Source: an optimization exercise on an open RTL-to-GDS flow (aim: small area, a short achievable clock period and few clock cycles per item). Production flows keep margins and buffers that such runs may drop.
RTL that was checked went through simulation tests only; none was proved equivalent to the original.

==> 01-08 <==
## board_eval
module board_eval
#(
   parameter int EVAL_WIDTH = 16                       
)
(
   input  logic                         clk,
   input  logic                         reset,
   input  logic [255:0]                 board_in,
   input  logic                         board_valid,
   input  logic                         attack_done,
   input  logic                         clear_eval,
   output logic signed [EVAL_WIDTH-1:0] eval,
   output logic                         eval_valid
);
clock: 7.0 ns
lec_check: 0
cap_margin: 20
core_margin: 2
core_utilization: 40
slew_margin: 20
run.sh (not shown) runs the stock make flow with config.mk's settings and CLKGATE_MAP_FILE= SYNTH_SCRIPT=/design/flow/synth_recipe.tcl, a recipe that flattens the netlist after the stock synthesis.
==> inputs of 05-27, as changes to 01-08 <==
==> flow/flow/run.sh (new file) <==
#!/bin/bash
# The standard layout, except that the input and output ports are buffered with
# buf_2 cells (buffer_ports otherwise picks a slow delay buffer for every port).
set -euo pipefail
bash standard.sh finish BUFFER_PORTS_ARGS="-buffer_cell sky130_fd_sc_hd__buf_2" > standard_flow.log 2>&1
==> flow/standard.sh (new file) <==
#!/bin/bash
# synth_recipe.tcl (not shown) runs the flow's synth.tcl, then flattens the netlist and writes it again
# the make line also repeats each setting of config.mk as NAME=value (left out here)
make -C /OpenROAD-flow-scripts/flow DESIGN_CONFIG=/design/flow/config.mk WORK_HOME=/design/flow/orfs CLKGATE_MAP_FILE= SYNTH_SCRIPT=/design/flow/synth_recipe.tcl "${@:-finish}"
removed: flow/run.sh
==> inputs of 12-10, as changes to 01-08 <==
--- a/flow/design.v
+++ b/flow/design.v
@@ -7,18 +7,18 @@
    localparam logic [2:0] QUEEN  = 3'd5;
    localparam logic [2:0] KING   = 3'd6;
    localparam int SQUARE_BITS = 4;
    localparam int NUM_SQUARES = 64;    
    localparam int BOARD_BITS  = SQUARE_BITS * NUM_SQUARES;
 endpackage
 package score_pkg;
    localparam int PHASE_MAX = 62;      
-   localparam int CNT_BITS = 42;
-   localparam int OFF_BITS = 7;
+   localparam int CNT_BITS = 66;
+   localparam int OFF_BITS = 11;
 endpackage
 `timescale 1ns/1ps
 module material_eval
 (
    input  logic                                 clk,
    input  logic [board_pkg::BOARD_BITS-1:0]     board,
    output logic [score_pkg::CNT_BITS-1:0]       cnt
 );
@@ -899,19 +899,16 @@
    logic m874;
    logic m875;
    logic m876;
    logic m877;
    logic m878;
    logic m879;
    logic m880;
    logic m881;
-   logic [6:0] cnt_h1_cs_s;
-   logic [6:0] cnt_h1_cs_c;
-   logic [6:0] cnt_h1;
    logic m882;
    logic m883;
    logic m884;
    logic m885;
    logic m886;
    logic m887;
    logic m888;
    logic m889;
@@ -1016,19 +1013,16 @@
    logic m988;
    logic m989;
    logic m990;
    logic m991;
    logic m992;
    logic m993;
    logic m994;
    logic m995;
-   logic [6:0] cnt_h2_cs_s;
-   logic [6:0] cnt_h2_cs_c;
-   logic [6:0] cnt_h2;
    logic m996;
    logic m997;
    logic m998;
    logic m999;
    logic m1000;
    logic m1001;
    logic m1002;
    logic m1003;
@@ -1133,19 +1127,16 @@
    logic m1102;
    logic m1103;
    logic m1104;
    logic m1105;
    logic m1106;
    logic m1107;
    logic m1108;
    logic m1109;
-   logic [6:0] cnt_h3_cs_s;
-   logic [6:0] cnt_h3_cs_c;
-   logic [6:0] cnt_h3;
    logic m1110;
    logic m1111;
    logic m1112;
    logic m1113;
    logic m1114;
    logic m1115;
    logic m1116;
    logic m1117;
@@ -1250,19 +1241,16 @@
    logic m1216;
    logic m1217;
    logic m1218;
    logic m1219;
    logic m1220;
    logic m1221;
    logic m1222;
    logic m1223;
-   logic [6:0] cnt_h4_cs_s;
-   logic [6:0] cnt_h4_cs_c;
-   logic [6:0] cnt_h4;
    logic m1224;
    logic m1225;
    logic m1226;
    logic m1227;
    logic m1228;
    logic m1229;
    logic m1230;
    logic m1231;
@@ -1367,19 +1355,16 @@
    logic m1330;
    logic m1331;
    logic m1332;
    logic m1333;
    logic m1334;
    logic m1335;
    logic m1336;
    logic m1337;
-   logic [6:0] cnt_h5_cs_s;
-   logic [6:0] cnt_h5_cs_c;
-   logic [6:0] cnt_h5;
    logic m1338;
    logic m1339;
    logic m1340;
    logic m1341;
    logic m1342;
    logic m1343;
    logic m1344;
    logic m1345;
@@ -1484,20 +1469,17 @@
    logic m1444;
    logic m1445;
    logic m1446;
    logic m1447;
    logic m1448;
    logic m1449;
    logic m1450;
    logic m1451;
-   logic [6:0] cnt_nh6_cs_s;
-   logic [6:0] cnt_nh6_cs_c;
-   logic [6:0] cnt_nh6;
-   logic [41:0] cnt_next;
+   logic [65:0] cnt_next;
    assign m0 = board[0] & ~board[1] & ~board[2];
    assign m1 = ~board[0] & board[1] & ~board[2];
    assign m2 = board[0] & board[1] & ~board[2];
    assign m3 = ~board[0] & ~board[1] & board[2];
    assign m4 = board[0] & ~board[1] & board[2];
    assign m5 = (board[0] | board[1] | board[2]) & ~(board[2] & board[1]);
    assign m6 = board[3] ? (m5 & ~m0) : m0;
    assign m7 = board[3] ? (m5 & ~m1) : m1;
@@ -2370,19 +2352,16 @@
    assign m874 = m861 ^ m863 ^ m865;
    assign m875 = (m861 & m863) | (m861 & m865) | (m863 & m865);
    assign m876 = m867 ^ m869 ^ m874;
    assign m877 = (m867 & m869) | (m867 & m874) | (m869 & m874);
    assign m878 = m871 ^ m873;
    assign m879 = m871 & m873;
    assign m880 = m875 ^ m877;
    assign m881 = m875 & m877;
-   assign cnt_h1_cs_s = {1'b0, m881, m879, m876, m870, m856, m826};
-   assign cnt_h1_cs_c = {1'b0, 1'b0, m880, m878, m872, m858, m828};
-   assign cnt_h1 = cnt_h1_cs_s + cnt_h1_cs_c;
    assign m882 = m7 ^ m19 ^ m31;
    assign m883 = (m7 & m19) | (m7 & m31) | (m19 & m31);
    assign m884 = m43 ^ m55 ^ m67;
    assign m885 = (m43 & m55) | (m43 & m67) | (m55 & m67);
    assign m886 = m79 ^ m91 ^ m103;
    assign m887 = (m79 & m91) | (m79 & m103) | (m91 & m103);
    assign m888 = m115 ^ m127 ^ m139;
    assign m889 = (m115 & m127) | (m115 & m139) | (m127 & m139);
@@ -2487,19 +2466,16 @@
    assign m988 = m975 ^ m977 ^ m979;
    assign m989 = (m975 & m977) | (m975 & m979) | (m977 & m979);
    assign m990 = m981 ^ m983 ^ m988;
    assign m991 = (m981 & m983) | (m981 & m988) | (m983 & m988);
    assign m992 = m985 ^ m987;
    assign m993 = m985 & m987;
    assign m994 = m989 ^ m991;
    assign m995 = m989 & m991;
-   assign cnt_h2_cs_s = {1'b0, m995, m993, m990, m984, m970, m940};
-   assign cnt_h2_cs_c = {1'b0, 1'b0, m994, m992, m986, m972, m942};
-   assign cnt_h2 = cnt_h2_cs_s + cnt_h2_cs_c;
    assign m996 = m8 ^ m20 ^ m32;
    assign m997 = (m8 & m20) | (m8 & m32) | (m20 & m32);
    assign m998 = m44 ^ m56 ^ m68;
    assign m999 = (m44 & m56) | (m44 & m68) | (m56 & m68);
    assign m1000 = m80 ^ m92 ^ m104;
    assign m1001 = (m80 & m92) | (m80 & m104) | (m92 & m104);
    assign m1002 = m116 ^ m128 ^ m140;
    assign m1003 = (m116 & m128) | (m116 & m140) | (m128 & m140);
@@ -2604,19 +2580,16 @@
    assign m1102 = m1089 ^ m1091 ^ m1093;
    assign m1103 = (m1089 & m1091) | (m1089 & m1093) | (m1091 & m1093);
    assign m1104 = m1095 ^ m1097 ^ m1102;
    assign m1105 = (m1095 & m1097) | (m1095 & m1102) | (m1097 & m1102);
    assign m1106 = m1099 ^ m1101;
    assign m1107 = m1099 & m1101;
    assign m1108 = m1103 ^ m1105;
    assign m1109 = m1103 & m1105;
-   assign cnt_h3_cs_s = {1'b0, m1109, m1107, m1104, m1098, m1084, m1054};
-   assign cnt_h3_cs_c = {1'b0, 1'b0, m1108, m1106, m1100, m1086, m1056};
-   assign cnt_h3 = cnt_h3_cs_s + cnt_h3_cs_c;
    assign m1110 = m9 ^ m21 ^ m33;
    assign m1111 = (m9 & m21) | (m9 & m33) | (m21 & m33);
    assign m1112 = m45 ^ m57 ^ m69;
    assign m1113 = (m45 & m57) | (m45 & m69) | (m57 & m69);
    assign m1114 = m81 ^ m93 ^ m105;
    assign m1115 = (m81 & m93) | (m81 & m105) | (m93 & m105);
    assign m1116 = m117 ^ m129 ^ m141;
    assign m1117 = (m117 & m129) | (m117 & m141) | (m129 & m141);
@@ -2721,19 +2694,16 @@
    assign m1216 = m1203 ^ m1205 ^ m1207;
    assign m1217 = (m1203 & m1205) | (m1203 & m1207) | (m1205 & m1207);
    assign m1218 = m1209 ^ m1211 ^ m1216;
    assign m1219 = (m1209 & m1211) | (m1209 & m1216) | (m1211 & m1216);
    assign m1220 = m1213 ^ m1215;
    assign m1221 = m1213 & m1215;
    assign m1222 = m1217 ^ m1219;
    assign m1223 = m1217 & m1219;
-   assign cnt_h4_cs_s = {1'b0, m1223, m1221, m1218, m1212, m1198, m1168};
-   assign cnt_h4_cs_c = {1'b0, 1'b0, m1222, m1220, m1214, m1200, m1170};
-   assign cnt_h4 = cnt_h4_cs_s + cnt_h4_cs_c;
    assign m1224 = m10 ^ m22 ^ m34;
    assign m1225 = (m10 & m22) | (m10 & m34) | (m22 & m34);
    assign m1226 = m46 ^ m58 ^ m70;
    assign m1227 = (m46 & m58) | (m46 & m70) | (m58 & m70);
    assign m1228 = m82 ^ m94 ^ m106;
    assign m1229 = (m82 & m94) | (m82 & m106) | (m94 & m106);
    assign m1230 = m118 ^ m130 ^ m142;
    assign m1231 = (m118 & m130) | (m118 & m142) | (m130 & m142);
@@ -2838,19 +2808,16 @@
    assign m1330 = m1317 ^ m1319 ^ m1321;
    assign m1331 = (m1317 & m1319) | (m1317 & m1321) | (m1319 & m1321);
    assign m1332 = m1323 ^ m1325 ^ m1330;
    assign m1333 = (m1323 & m1325) | (m1323 & m1330) | (m1325 & m1330);
    assign m1334 = m1327 ^ m1329;
    assign m1335 = m1327 & m1329;
    assign m1336 = m1331 ^ m1333;
    assign m1337 = m1331 & m1333;
-   assign cnt_h5_cs_s = {1'b0, m1337, m1335, m1332, m1326, m1312, m1282};
-   assign cnt_h5_cs_c = {1'b0, 1'b0, m1336, m1334, m1328, m1314, m1284};
-   assign cnt_h5 = cnt_h5_cs_s + cnt_h5_cs_c;
    assign m1338 = m11 ^ m23 ^ m35;
    assign m1339 = (m11 & m23) | (m11 & m35) | (m23 & m35);
    assign m1340 = m47 ^ m59 ^ m71;
    assign m1341 = (m47 & m59) | (m47 & m71) | (m59 & m71);
    assign m1342 = m83 ^ m95 ^ m107;
    assign m1343 = (m83 & m95) | (m83 & m107) | (m95 & m107);
    assign m1344 = m119 ^ m131 ^ m143;
    assign m1345 = (m119 & m131) | (m119 & m143) | (m131 & m143);
@@ -2955,20 +2922,17 @@
    assign m1444 = m1431 ^ m1433 ^ m1435;
    assign m1445 = (m1431 & m1433) | (m1431 & m1435) | (m1433 & m1435);
    assign m1446 = m1437 ^ m1439 ^ m1444;
    assign m1447 = (m1437 & m1439) | (m1437 & m1444) | (m1439 & m1444);
    assign m1448 = m1441 ^ m1443;
    assign m1449 = m1441 & m1443;
    assign m1450 = m1445 ^ m1447;
    assign m1451 = m1445 & m1447;
-   assign cnt_nh6_cs_s = {1'b0, m1451, m1449, m1446, m1440, m1426, m1396};
-   assign cnt_nh6_cs_c = {1'b0, 1'b0, m1450, m1448, m1442, m1428, m1398};
-   assign cnt_nh6 = cnt_nh6_cs_s + cnt_nh6_cs_c;
-   assign cnt_next = {cnt_nh6[6], cnt_nh6[5], cnt_nh6[4], cnt_nh6[3], cnt_nh6[2], cnt_nh6[1], cnt_nh6[0], cnt_h5[6], cnt_h5[5], cnt_h5[4], cnt_h5[3], cnt_h5[2], cnt_h5[1], cnt_h5[0], cnt_h4[6], cnt_h4[5], cnt_h4[4], cnt_h4[3], cnt_h4[2], cnt_h4[1], cnt_h4[0], cnt_h3[6], cnt_h3[5], cnt_h3[4], cnt_h3[3], cnt_h3[2], cnt_h3[1], cnt_h3[0], cnt_h2[6], cnt_h2[5], cnt_h2[4], cnt_h2[3], cnt_h2[2], cnt_h2[1], cnt_h2[0], cnt_h1[6], cnt_h1[5], cnt_h1[4], cnt_h1[3], cnt_h1[2], cnt_h1[1], cnt_h1[0]};
+   assign cnt_next = {m1451, m1450, m1449, m1448, m1446, m1442, m1440, m1428, m1426, m1398, m1396, m1337, m1336, m1335, m1334, m1332, m1328, m1326, m1314, m1312, m1284, m1282, m1223, m1222, m1221, m1220, m1218, m1214, m1212, m1200, m1198, m1170, m1168, m1109, m1108, m1107, m1106, m1104, m1100, m1098, m1086, m1084, m1056, m1054, m995, m994, m993, m992, m990, m986, m984, m972, m970, m942, m940, m881, m880, m879, m878, m876, m872, m870, m858, m856, m828, m826};
    always_ff @(posedge clk)
    begin
       cnt <= cnt_next;
    end
 endmodule
 `timescale 1ns/1ps
 module phase_count
 (
@@ -3149,20 +3113,17 @@
    logic p170;
    logic p171;
    logic p172;
    logic p173;
    logic p174;
    logic p175;
    logic p176;
    logic p177;
-   logic [6:0] ocnt_cs_s;
-   logic [6:0] ocnt_cs_c;
-   logic [6:0] ocnt;
-   logic [6:0] officers_next;
+   logic [10:0] officers_next;
    assign p0 = board[2] | board[1];
    assign p1 = board[6] | board[5];
    assign p2 = board[10] | board[9];
    assign p3 = board[14] | board[13];
    assign p4 = board[18] | board[17];
    assign p5 = board[22] | board[21];
    assign p6 = board[26] | board[25];
    assign p7 = board[30] | board[29];
@@ -3331,20 +3292,17 @@
    assign p170 = p157 ^ p159 ^ p161;
    assign p171 = (p157 & p159) | (p157 & p161) | (p159 & p161);
    assign p172 = p163 ^ p165 ^ p170;
    assign p173 = (p163 & p165) | (p163 & p170) | (p165 & p170);
    assign p174 = p167 ^ p169;
    assign p175 = p167 & p169;
    assign p176 = p171 ^ p173;
    assign p177 = p171 & p173;
-   assign ocnt_cs_s = {1'b0, p177, p175, p172, p166, p152, p122};
-   assign ocnt_cs_c = {1'b0, 1'b0, p176, p174, p168, p154, p124};
-   assign ocnt = ocnt_cs_s + ocnt_cs_c;
-   assign officers_next = {ocnt[6], ocnt[5], ocnt[4], ocnt[3], ocnt[2], ocnt[1], ocnt[0]};
+   assign officers_next = {p177, p176, p175, p174, p172, p168, p166, p154, p152, p124, p122};
    always_ff @(posedge clk)
    begin
       officers <= officers_next;
    end
 endmodule
 `timescale 1ns/1ps
 module taper_blend
 #(
@@ -3356,22 +3314,36 @@
    input  logic [score_pkg::CNT_BITS-1:0] cnt,
    input  logic [score_pkg::OFF_BITS-1:0] officers,
    output logic signed [EVAL_WIDTH-1:0]   eval
 );
    logic [24:0] dig;                     
    logic [15:0] p1;
    logic [17:0] p3;
    logic [16:0] e_sum;
+   logic [6:0] count_h1_cs_s;
+   logic [6:0] count_h1_cs_c;
    logic [6:0] count_h1;
+   logic [6:0] count_h2_cs_s;
+   logic [6:0] count_h2_cs_c;
    logic [6:0] count_h2;
+   logic [6:0] count_h3_cs_s;
+   logic [6:0] count_h3_cs_c;
    logic [6:0] count_h3;
+   logic [6:0] count_h4_cs_s;
+   logic [6:0] count_h4_cs_c;
    logic [6:0] count_h4;
+   logic [6:0] count_h5_cs_s;
+   logic [6:0] count_h5_cs_c;
    logic [6:0] count_h5;
+   logic [6:0] count_nh6_cs_s;
+   logic [6:0] count_nh6_cs_c;
    logic [6:0] count_nh6;
+   logic [6:0] ocount_cs_s;
+   logic [6:0] ocount_cs_c;
    logic [6:0] ocount;
    logic [5:0] phase;
    logic [15:0] p1_next;
    logic [17:0] p3_next;
    logic t0;
    logic t1;
    logic t2;
    logic t3;
@@ -4209,23 +4181,37 @@
    logic t826;
    logic [16:0] y_lo;
    logic [17:0] y_hi0;
    logic [17:0] y_hi1;
    logic [17:0] y_hi2;
    logic t827;
    logic t828;
    logic [15:0] q;
-   assign count_h1 = {cnt[6], cnt[5], cnt[4], cnt[3], cnt[2], cnt[1], cnt[0]};
-   assign count_h2 = {cnt[13], cnt[12], cnt[11], cnt[10], cnt[9], cnt[8], cnt[7]};
-   assign count_h3 = {cnt[20], cnt[19], cnt[18], cnt[17], cnt[16], cnt[15], cnt[14]};
-   assign count_h4 = {cnt[27], cnt[26], cnt[25], cnt[24], cnt[23], cnt[22], cnt[21]};
-   assign count_h5 = {cnt[34], cnt[33], cnt[32], cnt[31], cnt[30], cnt[29], cnt[28]};
-   assign count_nh6 = {cnt[41], cnt[40], cnt[39], cnt[38], cnt[37], cnt[36], cnt[35]};
-   assign ocount = officers;
+   assign count_h1_cs_s = {1'b0, cnt[10], cnt[8], cnt[6], cnt[4], cnt[2], cnt[0]};
+   assign count_h1_cs_c = {1'b0, 1'b0, cnt[9], cnt[7], cnt[5], cnt[3], cnt[1]};
+   assign count_h1 = count_h1_cs_s + count_h1_cs_c;
+   assign count_h2_cs_s = {1'b0, cnt[21], cnt[19], cnt[17], cnt[15], cnt[13], cnt[11]};
+   assign count_h2_cs_c = {1'b0, 1'b0, cnt[20], cnt[18], cnt[16], cnt[14], cnt[12]};
+   assign count_h2 = count_h2_cs_s + count_h2_cs_c;
+   assign count_h3_cs_s = {1'b0, cnt[32], cnt[30], cnt[28], cnt[26], cnt[24], cnt[22]};
+   assign count_h3_cs_c = {1'b0, 1'b0, cnt[31], cnt[29], cnt[27], cnt[25], cnt[23]};
+   assign count_h3 = count_h3_cs_s + count_h3_cs_c;
+   assign count_h4_cs_s = {1'b0, cnt[43], cnt[41], cnt[39], cnt[37], cnt[35], cnt[33]};
+   assign count_h4_cs_c = {1'b0, 1'b0, cnt[42], cnt[40], cnt[38], cnt[36], cnt[34]};
+   assign count_h4 = count_h4_cs_s + count_h4_cs_c;
+   assign count_h5_cs_s = {1'b0, cnt[54], cnt[52], cnt[50], cnt[48], cnt[46], cnt[44]};
+   assign count_h5_cs_c = {1'b0, 1'b0, cnt[53], cnt[51], cnt[49], cnt[47], cnt[45]};
+   assign count_h5 = count_h5_cs_s + count_h5_cs_c;
+   assign count_nh6_cs_s = {1'b0, cnt[65], cnt[63], cnt[61], cnt[59], cnt[57], cnt[55]};
+   assign count_nh6_cs_c = {1'b0, 1'b0, cnt[64], cnt[62], cnt[60], cnt[58], cnt[56]};
+   assign count_nh6 = count_nh6_cs_s + count_nh6_cs_c;
+   assign ocount_cs_s = {1'b0, officers[10], officers[8], officers[6], officers[4], officers[2], officers[0]};
+   assign ocount_cs_c = {1'b0, 1'b0, officers[9], officers[7], officers[5], officers[3], officers[1]};
+   assign ocount = ocount_cs_s + ocount_cs_c;
    assign phase = (ocount > 7'd62) ? 6'd62 : ocount[5:0];
    assign p1_next = {phase, 10'd0} + {5'd0, phase, 5'd0} + {10'd0, phase};
    assign p3_next = {1'b0, p1_next, 1'b0} + {2'b0, p1_next};
    assign t0 = ~(count_h4[1] ^ count_h5[1]);
    assign t1 = count_h4[1] | count_h5[1];
    assign t2 = ~(count_h1[0] ^ count_h3[0]);
    assign t3 = count_h1[0] | count_h3[0];
    assign t4 = ~count_h4[0] ^ count_h4[2] ^ count_h5[2];
==> comparison table <==
item                                                                           12-10                            05-27                            01-08
Final cell utilization of the core                                             45.2%                            43.5%                            45.1%
XOR/XNOR share of the synthesized area                                         6.86%                            6.68%                            6.68%
Distinct cell type count of the synthesized netlist                               74                               79                               79
Setup repair after global routing missed its margin                            false                                -                            false
Largest clock skew in the final design                                     0.0132 ns                        0.0241 ns                        0.0212 ns
Register fraction of the total cell area                                       8.92%                            7.83%                            7.56%
GRT Total Usage                                                                23.6%                            24.0%                            24.2%
Cell Area, Placed                                                        40,100 um^2                      38,500 um^2                      40,000 um^2
Vertical die dimension                                                        305 um                           305 um                           305 um
WHS                                                                         0.444 ns                         0.444 ns                         0.452 ns
Final routed wirelength across all metal layers                               109 mm                           111 mm                           111 mm
Largest register FFs                                                              66                               42                               42
Worst Setup Slack, final                                                    0.286 ns                         0.327 ns                         0.433 ns
Slowest cell on crit path                                    sky130_fd_sc_hd__or4b_4            sky130_fd_sc_hd__fa_1            sky130_fd_sc_hd__fa_1
Status                                              no timing/DRC/antenna violations  no timing/DRC/antenna violations  no timing/DRC/antenna violations
Die width                                                                     305 um                           305 um                           305 um
Max stage delay on crit path                                                 0.58 ns                          0.52 ns                          0.54 ns
Die Area                                                                 93,100 um^2                      92,900 um^2                      92,900 um^2
Worst R2R End                                        u_taper_blend.eval[8]$_DFFE_PP_  u_taper_blend.eval[4]$_DFFE_PP_  u_taper_blend.eval[6]$_DFFE_PP_
Testbench counts of 01-08, summed over its fixed seeds: cycles 2,048, boards 512.
Testbench counts of 05-27, summed over its fixed seeds: cycles 2,048, boards 512.
Function not checked in 12-10: the RTL went through the layout flow alone.

==> afterwards: timing with drivers on the ports <==
No port has a modelled driver above. Below, the same layouts with a new extraction and two added sets of constraints.
Step 1 (the two cells are an assumption about what drives the block):
set clk [get_ports {clk}]
set_driving_cell -lib_cell sky130_fd_sc_hd__clkbuf_16 $clk
set_driving_cell -lib_cell sky130_fd_sc_hd__buf_2 [delete_from_list [all_inputs] $clk]
Step 2 adds t to the input delays and takes it off the output delays; t is the mean of the earliest and latest rising clock arrival at the registers after step 1. Input paths then give back, and output paths get back, about the clock's delay inside the block.
a / b / c = no drivers / after step 1 / after step 2; a / b = the first two.
run	t, ns	slack for setup (ns)	worst setup path after step 2
01-08	0.545	0.433 / 0.433 / 0.349	input to register
05-27	0.525	0.327 / 0.327 / 0.327	register to register
12-10	0.523	0.286 / 0.286 / 0.286	register to register
After both steps setup and hold are still met in every run listed. For 01-08, which loses most, drivers alone change the setup slack by 0.000 ns; drivers and shift together by -0.084 ns.
